Context: an optimization exercise on an open-source flow, tuned for small area and a short achievable clock period. The choices shown serve that exercise and are no tape-out recipe.
At most, simulation tests tie the RTL to the original design; equivalence was not proved.
No activity file was given, so power comes from the tool's default toggle rates.

## red
==> flow/design.v <==
module fetch_dispatch_queue #(
    parameter int ADDRESS_WIDTH = 10,
    parameter int DATA_WIDTH    = 32,
    parameter int IPC           = 4,
    parameter int DEPTH         = 16,
    parameter int PTR_WIDTH     = 4,
    parameter int OPCODE_WIDTH  = 7
) (
    input  logic                      clk,
    input  logic                      rst,
    input  logic [IPC*DATA_WIDTH-1:0] FET_bundle,
    input  logic [IPC-1:0]            FET_validMask,
    input  logic [ADDRESS_WIDTH-1:0]  FET_pc,
    input  logic                      FET_bundleValid,
    output logic                      FET_ready,
    output logic [DATA_WIDTH-1:0]     DEC_data,
    output logic [ADDRESS_WIDTH-1:0]  DEC_pc,
    output logic                      DEC_dataValid,
    input  logic                      DEC_ready,
    input  logic                      flush,
    output logic [PTR_WIDTH:0]        count
    ,output logic [15:0]              rtype_count
);
    localparam int CNT_W = PTR_WIDTH + 1;
    localparam int LW    = $clog2(IPC);
    logic [DATA_WIDTH-1:0]    mem_data [DEPTH];
    logic [ADDRESS_WIDTH-1:0] mem_pc   [DEPTH];
    logic [PTR_WIDTH-1:0] head;
    logic [PTR_WIDTH-1:0] tail;
    logic [CNT_W-1:0]     n;
    logic                 push;
    logic                 pop;
    assign FET_ready     = count <= CNT_W'(DEPTH - IPC);
    assign DEC_dataValid = count != '0;
    assign push          = FET_bundleValid && FET_ready && !flush;
    assign pop           = DEC_dataValid && DEC_ready && !flush;
    logic [LW-1:0]            lane_sel  [IPC];
    logic [DATA_WIDTH-1:0]    lane_data [IPC];
    logic [ADDRESS_WIDTH-1:0] lane_pc   [IPC];
    always_comb begin
        logic [LW-1:0] pos;
        n   = '0;
        pos = tail[LW-1:0];
        for (int m = 0; m < IPC; m++) lane_sel[m] = '0;
        for (int i = 0; i < IPC; i++) begin
            if (FET_validMask[i]) begin
                lane_sel[pos] = LW'(i);
                pos = pos + LW'(1);
                n   = n + CNT_W'(1);
            end
        end
    end
    for (genvar m = 0; m < IPC; m++) begin : g_lane
        assign lane_data[m] = FET_bundle[lane_sel[m]*DATA_WIDTH +: DATA_WIDTH];
        assign lane_pc[m]   = FET_pc + ADDRESS_WIDTH'(lane_sel[m]);
    end
    for (genvar j = 0; j < DEPTH; j++) begin : g_entry
        logic [PTR_WIDTH-1:0] off;
        logic                 we;
        assign off = PTR_WIDTH'(j) - tail;
        assign we  = push && (CNT_W'(off) < n);
        always_ff @(posedge clk) begin
            if (we) begin
                mem_data[j] <= lane_data[j % IPC];
                mem_pc[j]   <= lane_pc[j % IPC];
            end
        end
    end
    always_ff @(posedge clk or negedge rst) begin
        if (!rst) begin
            head  <= '0;
            tail  <= '0;
            count <= '0;
        end else if (flush) begin
            head  <= '0;
            tail  <= '0;
            count <= '0;
        end else begin
            if (push) begin
                tail <= tail + n[PTR_WIDTH-1:0];
            end
            if (pop) begin
                head <= head + PTR_WIDTH'(1);
            end
            count <= count + (push ? n : '0) - {{PTR_WIDTH{1'b0}}, pop};
        end
    end
    assign DEC_data = mem_data[head];
    assign DEC_pc   = mem_pc[head];
    localparam logic [OPCODE_WIDTH-1:0] RTYPE_OPCODE = OPCODE_WIDTH'(7'b0110011);
    always_ff @(posedge clk or negedge rst) begin
        if (!rst) begin
            rtype_count <= '0;
        end else if (pop && DEC_data[OPCODE_WIDTH-1:0] == RTYPE_OPCODE) begin
            rtype_count <= rtype_count + 16'd1;
        end
    end
endmodule
Settings: LEC_CHECK=0, CAP_MARGIN=20, CORE_MARGIN=2, CORE_UTILIZATION=35, SLEW_MARGIN=20; clock period 4.5 ns.
run.sh (not shown) runs the stock make flow with config.mk's settings and CLKGATE_MAP_FILE= SYNTH_SCRIPT=/design/flow/synth_recipe.tcl, a recipe that flattens the netlist after the stock synthesis.
red: full flow OK, the timing, design-rule and antenna checks passed
The following lists how blue was set up differently from red:
==> flow/design.v <==
module fetch_dispatch_queue #(
    parameter int ADDRESS_WIDTH = 10,
    parameter int DATA_WIDTH    = 32,
    parameter int IPC           = 4,
    parameter int DEPTH         = 16,
    parameter int PTR_WIDTH     = 4,
    parameter int OPCODE_WIDTH  = 7
) (
    input  logic                      clk,
    input  logic                      rst,
    input  logic [IPC*DATA_WIDTH-1:0] FET_bundle,
    input  logic [IPC-1:0]            FET_validMask,
    input  logic [ADDRESS_WIDTH-1:0]  FET_pc,
    input  logic                      FET_bundleValid,
    output logic                      FET_ready,
    output logic [DATA_WIDTH-1:0]     DEC_data,
    output logic [ADDRESS_WIDTH-1:0]  DEC_pc,
    output logic                      DEC_dataValid,
    input  logic                      DEC_ready,
    input  logic                      flush,
    output logic [PTR_WIDTH:0]        count
    ,output logic [15:0]              rtype_count
);
    localparam int CNT_W = PTR_WIDTH + 1;
    if (DEPTH < 2 * IPC || (1 << PTR_WIDTH) != DEPTH || OPCODE_WIDTH > DATA_WIDTH) begin : g_param_check
        $error("fetch_dispatch_queue: inconsistent parameters");
    end
    logic [DATA_WIDTH-1:0]    mem_data [DEPTH];
    logic [ADDRESS_WIDTH-1:0] mem_pc   [DEPTH];
    logic [PTR_WIDTH-1:0] head;
    logic [PTR_WIDTH-1:0] tail;
    logic [CNT_W-1:0]     n;
    logic [CNT_W-1:0]     push_n;
    logic [PTR_WIDTH-1:0] wr_addr [IPC];
    logic                 push;
    logic                 pop;
    assign FET_ready     = count <= CNT_W'(DEPTH - IPC);
    assign DEC_dataValid = count != '0;
    assign push          = FET_bundleValid && FET_ready && !flush;
    assign pop           = DEC_dataValid && DEC_ready && !flush;
    assign push_n        = push ? n : '0;
    always_comb begin
        n = '0;
        for (int unsigned i = 0; i < IPC; i++) begin
            wr_addr[i] = tail + n[PTR_WIDTH-1:0];
            if (FET_validMask[i]) begin
                n = n + CNT_W'(1);
            end
        end
    end
    always_ff @(posedge clk) begin
        if (push) begin
            for (int unsigned i = 0; i < IPC; i++) begin
                if (FET_validMask[i]) begin
                    mem_data[wr_addr[i]] <= FET_bundle[i*DATA_WIDTH +: DATA_WIDTH];
                    mem_pc[wr_addr[i]]   <= FET_pc + ADDRESS_WIDTH'(i);
                end
            end
        end
    end
    always_ff @(posedge clk or negedge rst) begin
        if (!rst) begin
            head  <= '0;
            tail  <= '0;
            count <= '0;
        end else if (flush) begin
            head  <= '0;
            tail  <= '0;
            count <= '0;
        end else begin
            if (push) begin
                tail <= tail + n[PTR_WIDTH-1:0];
            end
            if (pop) begin
                head <= head + PTR_WIDTH'(1);
            end
            count <= count + push_n - {{PTR_WIDTH{1'b0}}, pop};
        end
    end
    always_comb begin
        DEC_data = '0;
        DEC_pc   = '0;
        if (DEC_dataValid) begin
            DEC_data = mem_data[head];
            DEC_pc   = mem_pc[head];
        end
    end
    localparam logic [OPCODE_WIDTH-1:0] RTYPE_OPCODE = OPCODE_WIDTH'(7'b0110011);
    always_ff @(posedge clk or negedge rst) begin
        if (!rst) begin
            rtype_count <= '0;
        end else if (pop && DEC_data[OPCODE_WIDTH-1:0] == RTYPE_OPCODE) begin
            rtype_count <= rtype_count + 16'd1;
        end
    end
endmodule
[summary]
Note that the total length of routed met3 wires recorded for blue amounts to 1.4 times the value seen in red.
blue — relative contribution of combinational cells to total power 2.3 points lower, red as reference
Changes observed in blue relative to red: initial core utilization comparable; transition time of the tightest slew-check pin higher; global-route wire length before repair went up 140 mm.
For red, only the layout was checked, not whether the RTL still works.

---

run A:
fetch_dispatch_queue, a different RTL version from the one above (not shown whole).
Size in the first run: ~2600 cells after synthesis, roughly 760 flip-flops, roughly 210 I/O pins, about 34000 um^2 of cells after synthesis.
Settings: LEC_CHECK=0, CAP_MARGIN=20, CORE_MARGIN=2, CORE_UTILIZATION=50, CTS_CLUSTER_DIAMETER=60, CTS_CLUSTER_SIZE=24, SETUP_SLACK_MARGIN=2.0, SLEW_MARGIN=20; clock period 4.5 ns.
standard.sh (not shown) runs the stock make flow with config.mk's settings and CLKGATE_MAP_FILE= SYNTH_SCRIPT=/design/flow/synth_recipe.tcl, a recipe that flattens the netlist after the stock synthesis.
==> flow/flow/run.sh <==
#!/bin/bash
# Standard layout, but with plain buffers (not delay cells) on the ports.
set -o pipefail
cp standard.sh standard.sh.txt 2>/dev/null
export BUFFER_PORTS_ARGS="-buffer_cell sky130_fd_sc_hd__buf_2"
bash standard.sh > standard.log 2>&1
Modified inputs, run B compared to run A
--- a/flow/design.v
+++ b/flow/design.v
@@ -63,27 +63,33 @@
         int cnt;
         f_nge = '0;
         for (int mv = 0; mv < (1 << IPC); mv++) begin
             cnt = 0;
             for (int i = 0; i < IPC; i++) cnt = cnt + ((mv >> i) & 1);
             if (mask == IPC'(mv)) begin
                 for (int k = 0; k < IPC; k++) f_nge[k] = cnt > k;
             end
         end
     endfunction
-    function automatic logic [IPC-1:0] f_rank_eq(input logic [IPC-1:0] mask, input int i);
-        int cnt;
-        f_rank_eq = '0;
+    function automatic logic [IPC-1:0] f_hit(input logic [IPC-1:0] mask, input logic [LW-1:0] tl, input int m);
+        int pos;
+        f_hit = '0;
         for (int mv = 0; mv < (1 << IPC); mv++) begin
-            cnt = 0;
-            for (int b = 0; b < i; b++) cnt = cnt + ((mv >> b) & 1);
-            if (mask == IPC'(mv)) f_rank_eq[cnt] = 1'b1;
+            for (int t = 0; t < IPC; t++) begin
+                pos = t;
+                for (int i = 0; i < IPC; i++) begin
+                    if (((mv >> i) & 1) != 0) begin
+                        if (pos % IPC == m && mask == IPC'(mv) && tl == LW'(t)) f_hit[i] = 1'b1;
+                        pos = pos + 1;
+                    end
+                end
+            end
         end
     endfunction
     function automatic logic [AW-1:0] f_slot_pc(input logic [AW-1:0] pc, input int s);
         logic [AW-LW-1:0] hi_inc;
         logic             c;
         for (int b = 0; b < AW - LW; b++) begin
             c = 1'b1;
             for (int k = b - 1; k >= 0; k--) c = c & pc[LW+k];
             hi_inc[b] = pc[LW+b] ^ c;
         end
@@ -91,30 +97,22 @@
         for (int lo = 0; lo < IPC; lo++) begin
             if (pc[LW-1:0] == LW'(lo)) begin
                 f_slot_pc = {(lo + s >= IPC) ? hi_inc : pc[AW-1:LW], LW'(lo + s)};
             end
         end
     endfunction
     logic [IPC-1:0] nge;
     logic [IPC-1:0] hit     [IPC];
     logic [AW-1:0]  slot_pc [IPC];
     assign nge = f_nge(FET_validMask);
-    logic [IPC-1:0] rank_eq  [IPC];
-    logic [IPC-1:0] lane_off [IPC];
     for (genvar m = 0; m < IPC; m++) begin : g_hit
-        assign rank_eq[m] = f_rank_eq(FET_validMask, m);
-        for (genvar k = 0; k < IPC; k++) begin : g_off
-            assign lane_off[m][k] = tail[LW-1:0] == LW'((m - k + IPC) % IPC);
-        end
-        for (genvar i = 0; i < IPC; i++) begin : g_slot
-            assign hit[m][i] = FET_validMask[i] && (rank_eq[i] & lane_off[m]) != '0;
-        end
+        assign hit[m]     = f_hit(FET_validMask, tail[LW-1:0], m);
         assign slot_pc[m] = f_slot_pc(FET_pc, m);
     end
     logic [DW-1:0] lane_data [IPC];
     logic [AW-1:0] lane_pc   [IPC];
     for (genvar m = 0; m < IPC; m++) begin : g_lane
         logic [DW-1:0] d_terms [IPC];
         logic [AW-1:0] p_terms [IPC];
         for (genvar i = 0; i < IPC; i++) begin : g_term
             assign d_terms[i] = {DW{hit[m][i]}} & FET_bundle[i*DW +: DW];
             assign p_terms[i] = {AW{hit[m][i]}} & slot_pc[i];
==> comparison <==
A worst setup path endpoint of mem_data[1][29] is what run A shows, while mem_data[0][24] belongs to run B. Looking at number of library cell types mapped by synthesis across run A and run B, the one that comes out lower is run A. Relative to run A, wire length reported by the detailed router has gone up in run B. Run B vs. run A: number of global-route vias before repair rose about 2.3%; cell count fell about 1.7%; reported leakage power fell 3.3%. When run B is measured against run A, its sequential share of layout area turns out 1.2 points higher. Total power ended up 3.0% higher on run B than on run A.
For run A, only the layout was checked, not whether the RTL still works.

---

Setup of the reference run:
Another version of the RTL of fetch_dispatch_queue (not shown whole).
Size in the first run: about 740 flip-flops.
==> flow/config.mk <==
export PLATFORM = sky130hd
export DESIGN_NAME = fetch_dispatch_queue
export DESIGN_NICKNAME = fetch_dispatch_queue
export VERILOG_FILES = /design/flow/design.v
export SDC_FILE = /design/flow/constraint.sdc
export NUM_CORES = 4
export LEC_CHECK = 0
export CAP_MARGIN = 20
export CORE_MARGIN = 2
export CORE_UTILIZATION = 50
export SETUP_SLACK_MARGIN = 1.2
export SLEW_MARGIN = 20
==> flow/constraint.sdc <==
create_clock -name core_clock -period 4.5 [get_ports {clk}]
set_input_delay 0.9000 -clock core_clock [delete_from_list [all_inputs] [get_ports {clk}]]
set_output_delay 0.9000 -clock core_clock [all_outputs]
set_load 0.01 [all_outputs]
run.sh (not shown) runs the stock make flow with config.mk's settings and CLKGATE_MAP_FILE= SYNTH_SCRIPT=/design/flow/synth_recipe.tcl, a recipe that flattens the netlist after the stock synthesis.
Stock flow here: none of the scripts above is used.
#### Input delta (the trial run over the reference run)
-- flow/design.v --
<<< the reference run, line 23
);
    localparam int CNT_W = PTR_WIDTH + 1;
    localparam int LW    = $clog2(IPC);
    localparam int AW    = ADDRESS_WIDTH;
    localparam int DW    = DATA_WIDTH;
>>> the trial run, line 23
);
    localparam int CNT_W = PTR_WIDTH + 1;
    function automatic int f_log2_ceil(input int v);
        f_log2_ceil = 0;
        for (int r = 0; r < 31; r++) begin
            if ((1 << r) < v) f_log2_ceil = r + 1;
        end
    endfunction
    localparam int LW    = f_log2_ceil(IPC);
    localparam int AW    = ADDRESS_WIDTH;
    localparam int DW    = DATA_WIDTH;
In terms of maximum single-stage delay on the critical path, the trial run and the reference run differ only marginally.
Maximum fanout encountered on the critical timing path came out exactly the same in the reference run and the trial run.
As far as wire length on met2 goes, the reference run and the trial run are indistinguishable; the numbers are identical.
Reported for the reference run and the trial run, sequential cell count turned out identical to the last digit.
In terms of fraction of power consumed by combinational cells, the trial run and the reference run differ only marginally.
Diff the reference run..the trial run | area growth from synthesis to layout | unchanged
Status: compound-cell area share of the yosys netlist parity (the trial run, the reference run)
Reported for the reference run and the trial run, area enclosed by the die boundary turned out identical to the last digit.
No functional check of the RTL was part of the reference run.

---

## main
fetch_dispatch_queue with an RTL version that a note above also has.
Size in the first run: ~2600 cells after synthesis, about 760 flip-flops, ~210 I/O pins, ~0.034 mm² of cells after synthesis.
==> flow/config.mk <==
export PLATFORM = sky130hd
export DESIGN_NAME = fetch_dispatch_queue
export DESIGN_NICKNAME = fetch_dispatch_queue
export VERILOG_FILES = /design/flow/design.v
export SDC_FILE = /design/flow/constraint.sdc
export NUM_CORES = 4
export LEC_CHECK = 0
export CAP_MARGIN = 20
export CORE_MARGIN = 2
export CORE_UTILIZATION = 50
export SETUP_SLACK_MARGIN = 2.0
export SLEW_MARGIN = 20
==> flow/constraint.sdc <==
create_clock -name core_clock -period 4.5 [get_ports {clk}]
set_input_delay 0.9000 -clock core_clock [delete_from_list [all_inputs] [get_ports {clk}]]
set_output_delay 0.9000 -clock core_clock [all_outputs]
set_load 0.01 [all_outputs]
standard.sh (not shown) runs the stock make flow with config.mk's settings and CLKGATE_MAP_FILE= SYNTH_SCRIPT=/design/flow/synth_recipe.tcl, a recipe that flattens the netlist after the stock synthesis.
Scripts as last shown in full above: flow/flow/run.sh
Input changes introduced in the feature branch (baseline for comparison: main):
--- a/flow/design.v
+++ b/flow/design.v
@@ -65,29 +65,23 @@
         for (int mv = 0; mv < (1 << IPC); mv++) begin
             cnt = 0;
             for (int i = 0; i < IPC; i++) cnt = cnt + ((mv >> i) & 1);
             if (mask == IPC'(mv)) begin
                 for (int k = 0; k < IPC; k++) f_nge[k] = cnt > k;
             end
         end
     endfunction
-    function automatic logic [IPC-1:0] f_hit(input logic [IPC-1:0] mask, input logic [LW-1:0] tl, input int m);
-        int pos;
-        f_hit = '0;
+    function automatic logic [IPC-1:0] f_rank_eq(input logic [IPC-1:0] mask, input int i);
+        int cnt;
+        f_rank_eq = '0;
         for (int mv = 0; mv < (1 << IPC); mv++) begin
-            for (int t = 0; t < IPC; t++) begin
-                pos = t;
-                for (int i = 0; i < IPC; i++) begin
-                    if (((mv >> i) & 1) != 0) begin
-                        if (pos % IPC == m && mask == IPC'(mv) && tl == LW'(t)) f_hit[i] = 1'b1;
-                        pos = pos + 1;
-                    end
-                end
-            end
+            cnt = 0;
+            for (int b = 0; b < i; b++) cnt = cnt + ((mv >> b) & 1);
+            if (mask == IPC'(mv)) f_rank_eq[cnt] = 1'b1;
         end
     endfunction
     function automatic logic [AW-1:0] f_slot_pc(input logic [AW-1:0] pc, input int s);
         logic [AW-LW-1:0] hi_inc;
         logic             c;
         for (int b = 0; b < AW - LW; b++) begin
             c = 1'b1;
             for (int k = b - 1; k >= 0; k--) c = c & pc[LW+k];
@@ -99,18 +93,26 @@
                 f_slot_pc = {(lo + s >= IPC) ? hi_inc : pc[AW-1:LW], LW'(lo + s)};
             end
         end
     endfunction
     logic [IPC-1:0] nge;
     logic [IPC-1:0] hit     [IPC];
     logic [AW-1:0]  slot_pc [IPC];
     assign nge = f_nge(FET_validMask);
+    logic [IPC-1:0] rank_eq  [IPC];
+    logic [IPC-1:0] lane_off [IPC];
     for (genvar m = 0; m < IPC; m++) begin : g_hit
-        assign hit[m]     = f_hit(FET_validMask, tail[LW-1:0], m);
+        assign rank_eq[m] = f_rank_eq(FET_validMask, m);
+        for (genvar k = 0; k < IPC; k++) begin : g_off
+            assign lane_off[m][k] = tail[LW-1:0] == LW'((m - k + IPC) % IPC);
+        end
+        for (genvar i = 0; i < IPC; i++) begin : g_slot
+            assign hit[m][i] = FET_validMask[i] && (rank_eq[i] & lane_off[m]) != '0;
+        end
         assign slot_pc[m] = f_slot_pc(FET_pc, m);
     end
     logic [DW-1:0] lane_data [IPC];
     logic [AW-1:0] lane_pc   [IPC];
     for (genvar m = 0; m < IPC; m++) begin : g_lane
         logic [DW-1:0] d_terms [IPC];
         logic [AW-1:0] p_terms [IPC];
         for (genvar i = 0; i < IPC; i++) begin : g_term
## What came out
Taking main as the reference, in the feature branch proportion of power drawn by combinational gates decreased by 1.2 points relative to the old numbers; share of the clock period used by the worst path after layout increased by 0.31 points relative to the old numbers; share of power burned in the clock network increased by 1.0 points relative to the old numbers.
Between the feature branch and main, it is the feature branch whose fill cell instance count of the final layout is lower, by about 3.4%.
The feature branch — half-perimeter wire length after detailed placement 9.9% lower, main as reference
The feature branch: PASS, flow complete, no timing, DRC or antenna violations
The feature branch packs its core more tightly than main.
The feature branch: post-place setup slack is 150 ps higher than what main reported.
Sort the feature branch and main by total leakage power, ascending, and main comes first.
main fits on a die that is larger than the die of the feature branch.
Going from main to the feature branch, slack of the critical path went down by 14 ps, multi-input combinational cell count went up by 1.6%, design area shows an increase of about 1.4%.
No functional check of the RTL was part of the feature branch.

## re-timing with driven ports
In the flow no input, the clock included, has a driving cell. The finished layouts below were timed again as built, in two steps. Step 1 sets driving cells, clkbuf_16 on the clock port and buf_2 on the other inputs (assumed; they add their load-dependent delay and slew). Step 2 adds t to the input delays and takes it off the output delays; t is the mean of the earliest and latest rising clock arrival at the registers after step 1. Input paths then give back, and output paths get back, about the clock's delay inside the block. Slacks: ideal / step 1 / step 2; pairs: ideal / step 1.
| run | shift t [ns] | setup WS [ns] | worst setup path after step 2 | worst slew at a driven data input, ns | pins driven straight from the clock port |
|---|---|---|---|---|---|
| red | 0.684 | 0.055 / -0.010 / -0.215 | input to register | 0.11 | 1 |
| blue | 0.776 | 0.054 / -0.023 / -0.270 | input to register | 0.15 | 1 |
| run A | 0.703 | 1.824 / 1.824 / 1.217 | input to register | 0.06 | 1 |
| run B | 0.723 | 1.995 / 1.998 / 1.307 | input to register | 0.13 | 1 |
| the reference run | 0.704 | 1.177 / 1.177 / 0.575 | input to register | 0.11 | 1 |
| the trial run | 0.704 | 1.177 / 1.177 / 0.575 | input to register | 0.11 | 1 |
| main | 0.713 | 1.950 / 1.978 / 1.265 | input to register | 0.13 | 1 |
| the feature branch | 0.695 | 1.936 / 1.936 / 1.297 | input to register | 0.06 | 1 |
With both steps, setup timing fails in red and blue, where it was met with ideal ports. The setup slack of run B, which loses most, moves by +0.003 ns with the drivers and by -0.688 ns with both steps.
